This design comes from an exercise in tuning for small area on the open sky130 flow, not from production work.
The RTL was checked by simulation tests, not by an equivalence proof against the original design.
Power and IR drop assume default switching activity.

## the reference run
==> flow/design.v <==
module cmd_desc_writer #(
  parameter int unsigned WIDTH = 32
) (
  input  logic                  clk,
  input  logic                  resetn,
  input  logic                  start,
  input  logic                  abort,
  input  logic [31:0]           header_in,
  input  logic [31:0]           base_addr,
  input  logic [WIDTH*13-1:0]   reg_snapshot,
  input  logic                  wr_ready,
  output logic                  wr_valid,
  output logic [31:0]           wr_addr,
  output logic [WIDTH-1:0]      wr_data,
  output logic                  wr_last,
  output logic                  busy,
  output logic                  done,
  output logic                  aborted,
  output logic [5:0]            beat_cnt
);
  localparam int unsigned NREGS  = 13;
  localparam int unsigned SNAP_W = WIDTH * NREGS;
  function automatic int midx(input int k);
    case (k)
      0: midx = 1;   1: midx = 2;   2: midx = 3;   3: midx = 5;
      4: midx = 7;   5: midx = 9;   6: midx = 10;  7: midx = 11;
      8: midx = 13;  9: midx = 18;  10: midx = 19; 11: midx = 20;
      default: midx = 29;
    endcase
  endfunction
  logic              valid_q, done_q, aborted_q;
  logic [5:0]        cnt_q;
  logic              hdr_q;                   
  logic [30:0]       mask_q;                  
  logic              h0_q;                    
  logic [29:0]       base_q;
  logic [SNAP_W-1:0] snap_q;
  logic              busy_w, acc, hs, ab, last;
  logic [30:0]       below;                   
  logic [30:0]       mask_nx;                 
  logic [WIDTH-1:0]  pay;                     
  logic [29:0]       addr;                    
  logic [6:0]        lc;                      
  logic              c6_q;                    
  logic [23:0]       lp;                      
  logic [6:0]        gc;                      
  logic [5:0]        cnt_inc;                 
  logic [6:0]        ic;
  assign busy_w = valid_q | done_q;
  assign acc    = start & ~busy_w;
  assign hs     = valid_q & wr_ready;
  assign ab     = abort & busy_w;
  always_comb begin
    below[0] = 1'b0;
    for (int i = 1; i < 31; i++) below[i] = below[i-1] | mask_q[i-1];
  end
  assign mask_nx = mask_q & below;
  assign last    = hdr_q ? (mask_q == 31'd0) : (mask_nx == 31'd0);
  logic [NREGS:0]    sel;
  always_comb begin
    for (int k = 0; k < NREGS; k++) sel[k] = mask_q[midx(k)] & ~below[midx(k)] & ~hdr_q;
    sel[NREGS] = hdr_q;
  end
  for (genvar j = 0; j < WIDTH; j++) begin : g_slice
    logic [NREGS:0] d;
    for (genvar k = 0; k < NREGS; k++) begin : g_src
      assign d[k] = snap_q[WIDTH*k + j];
    end
    if (j == 0) begin : g_h0
      assign d[NREGS] = h0_q;
    end else if (j < 32) begin : g_hm
      assign d[NREGS] = mask_q[j-1];
    end else begin : g_hz
      assign d[NREGS] = 1'b0;
    end
    cmd_desc_writer_andor #(.N(NREGS+1)) u_ao (.sel(sel), .d(d), .y(pay[j]));
  end
  always_comb begin
    lc[0] = 1'b0;
    for (int i = 0; i < 6; i++) begin
      addr[i]  = base_q[i] ^ cnt_q[i] ^ lc[i];
      lc[i+1]  = (base_q[i] & cnt_q[i]) | (lc[i] & (base_q[i] ^ cnt_q[i]));
    end
    gc[0] = c6_q;
    for (int g = 0; g < 6; g++) begin
      lp[4*g] = 1'b1;
      for (int j = 1; j < 4; j++) lp[4*g+j] = lp[4*g+j-1] & base_q[6+4*g+j-1];
      for (int j = 0; j < 4; j++) addr[6+4*g+j] = base_q[6+4*g+j] ^ (gc[g] & lp[4*g+j]);
      gc[g+1] = gc[g] & lp[4*g+3] & base_q[6+4*g+3];
    end
    ic[0] = 1'b1;
    for (int i = 0; i < 6; i++) begin
      cnt_inc[i] = cnt_q[i] ^ ic[i];
      ic[i+1]    = cnt_q[i] & ic[i];
    end
  end
  always_ff @(posedge clk or negedge resetn) begin
    if (!resetn) begin
      valid_q   <= 1'b0;
      done_q    <= 1'b0;
      aborted_q <= 1'b0;
      cnt_q     <= '0;
    end else begin
      valid_q   <= acc | (valid_q & ~ab & ~(hs & last));
      done_q    <= hs & last & ~abort;
      aborted_q <= ab;
      if (acc)     cnt_q <= '0;
      else if (hs) cnt_q <= cnt_inc;
    end
  end
  always_ff @(posedge clk) begin
    if (acc)                         c6_q <= 1'b0;
    else if (hs && addr[5:0] == '1)  c6_q <= 1'b1;
  end
  always_ff @(posedge clk) begin
    if (acc)     hdr_q <= 1'b1;
    else if (hs) hdr_q <= 1'b0;
    mask_q <= ({31{acc}} & header_in[31:1]) |
              (mask_q & {31{valid_q}} & (below | {31{~(hs & ~hdr_q)}}));
  end
  always_ff @(posedge clk) begin
    h0_q   <= (acc & header_in[0]) | (valid_q & h0_q);
    base_q <= ({30{acc}} & base_addr[31:2]) | ({30{valid_q}} & base_q);
    snap_q <= ({SNAP_W{acc}} & reg_snapshot) | ({SNAP_W{valid_q}} & snap_q);
  end
  assign wr_valid = valid_q;
  assign wr_addr  = {addr, 2'b00};
  assign wr_data  = pay;
  assign wr_last  = last;
  assign busy     = busy_w;
  assign done     = done_q;
  assign aborted  = aborted_q;
  assign beat_cnt = cnt_q;
endmodule
module cmd_desc_writer_andor #(
  parameter int N = 14
) (
  input  logic [N-1:0] sel,
  input  logic [N-1:0] d,
  output logic         y
);
  assign y = |(sel & d);
endmodule
Settings: LEC_CHECK=0, CAP_MARGIN=20, CORE_MARGIN=2, CORE_UTILIZATION=60, SLEW_MARGIN=20; clock period 6.0 ns.
standard.sh (not shown) runs the stock make flow with config.mk's settings and CLKGATE_MAP_FILE= SYNTH_SCRIPT=/design/flow/synth_recipe.tcl, a recipe that flattens the netlist after the stock synthesis.
==> flow/flow/run.sh <==
#!/bin/bash
# Standard layout with three changes:
#  - the RTL's one-hot AND-OR slices (module cmd_desc_writer_andor) are given
#    to synthesis already mapped to cells (flow/andor_cells.v); everything
#    else, registers included, goes through the standard synthesis
#  - the port buffers use the smallest buffer cell
#  - the clock tree uses clkbuf_8 with larger sink clusters and no dummy loads
set -euo pipefail
export BUFFER_PORTS_ARGS="-buffer_cell sky130_fd_sc_hd__buf_1"
export CTS_ARGS="-sink_clustering_enable -repair_clock_nets -dont_use_dummy_load -sink_clustering_size 16 -sink_clustering_max_diameter 40 -buf_list {sky130_fd_sc_hd__clkbuf_8}"

python3 - <<'EOP'
s = open('design.v').read()
i = s.index('module cmd_desc_writer_andor')
j = s.index('endmodule', i) + len('endmodule')
s = s[:i] + s[j:] + '\n' + open('flow/andor_cells.v').read()
open('design_mapped.v', 'w').write(s)
EOP

bash standard.sh VERILOG_FILES=$PWD/design_mapped.v > standard.log 2>&1
==> flow/flow/andor_cells.v <==
// Hand-mapped one-hot AND-OR slice for sky130hd, used in place of the RTL's
// cmd_desc_writer_andor (N = 14): y = |(sel & d).
// Four a222oi cover terms 0..11, a nand4 ORs them, and an a221o adds terms
// 12 and 13.
module cmd_desc_writer_andor #(
  parameter int N = 14
) (
  input  [N-1:0] sel,
  input  [N-1:0] d,
  output         y
);
  wire n0, n1, n2, n3, x;
  sky130_fd_sc_hd__a222oi_1 u_t0 (.A1(sel[0]),  .A2(d[0]),  .B1(sel[1]),  .B2(d[1]),  .C1(sel[2]),  .C2(d[2]),  .Y(n0));
  sky130_fd_sc_hd__a222oi_1 u_t1 (.A1(sel[3]),  .A2(d[3]),  .B1(sel[4]),  .B2(d[4]),  .C1(sel[5]),  .C2(d[5]),  .Y(n1));
  sky130_fd_sc_hd__a222oi_1 u_t2 (.A1(sel[6]),  .A2(d[6]),  .B1(sel[7]),  .B2(d[7]),  .C1(sel[8]),  .C2(d[8]),  .Y(n2));
  sky130_fd_sc_hd__a222oi_1 u_t3 (.A1(sel[9]),  .A2(d[9]),  .B1(sel[10]), .B2(d[10]), .C1(sel[11]), .C2(d[11]), .Y(n3));
  sky130_fd_sc_hd__nand4_1  u_or (.A(n0), .B(n1), .C(n2), .D(n3), .Y(x));
  sky130_fd_sc_hd__a221o_1  u_y  (.A1(sel[12]), .A2(d[12]), .B1(sel[13]), .B2(d[13]), .C1(x), .X(y));
endmodule
--- input diff the reference run..the trial run ---
--- a/flow/design.v
+++ b/flow/design.v
@@ -114,13 +114,14 @@
   end
   always_ff @(posedge clk) begin
-    if (acc)     hdr_q <= 1'b1;
-    else if (hs) hdr_q <= 1'b0;
-    mask_q <= ({31{acc}} & header_in[31:1]) |
-              (mask_q & {31{valid_q}} & (below | {31{~(hs & ~hdr_q)}}));
-  end
-  always_ff @(posedge clk) begin
-    h0_q   <= (acc & header_in[0]) | (valid_q & h0_q);
-    base_q <= ({30{acc}} & base_addr[31:2]) | ({30{valid_q}} & base_q);
-    snap_q <= ({SNAP_W{acc}} & reg_snapshot) | ({SNAP_W{valid_q}} & snap_q);
+    if (acc) begin
+      hdr_q  <= 1'b1;
+      mask_q <= header_in[31:1];
+      h0_q   <= header_in[0];
+      base_q <= base_addr[31:2];
+      snap_q <= reg_snapshot;
+    end else if (hs) begin
+      hdr_q  <= 1'b0;
+      if (!hdr_q) mask_q <= mask_nx;
+    end
   end
   assign wr_valid = valid_q;
==> notes.md <==
- The trial run gives more synthesized area than the reference run did.
- Cell area | the trial run vs the reference run | the trial run larger
- Share of total power in combinational logic delta for the trial run relative to the reference run: 8.1 points lower
- Hold slack: higher on the trial run
- Relative to the reference run, the global-route usage of the trial run is lower by 5.2 points.

re-timing with driven ports:
The flow's constraints put no driver on any port. The routed layouts listed below were extracted and timed again, unchanged, in two steps.
Step 1 (the two cells are an assumption about what drives the block):
set clk [get_ports {clk}]
set_driving_cell -lib_cell sky130_fd_sc_hd__clkbuf_16 $clk
set_driving_cell -lib_cell sky130_fd_sc_hd__buf_2 [delete_from_list [all_inputs] $clk]
Step 2 moves the port delays by t, midway between the first and last clock arrival at a register: inputs arrive t later, outputs are due t later. That takes back most of the time a late clock gives input paths.
Slacks: ideal ports / drivers / drivers and shift; pairs: ideal ports / drivers.
run	shift t [ns]	slack for setup (ns)	worst setup path at the end
the reference run	0.645	0.456 / 0.403 / 1.047	register to output
the trial run	0.631	0.973 / 0.922 / 1.554	register to output
After both steps every run listed still meets setup and hold.
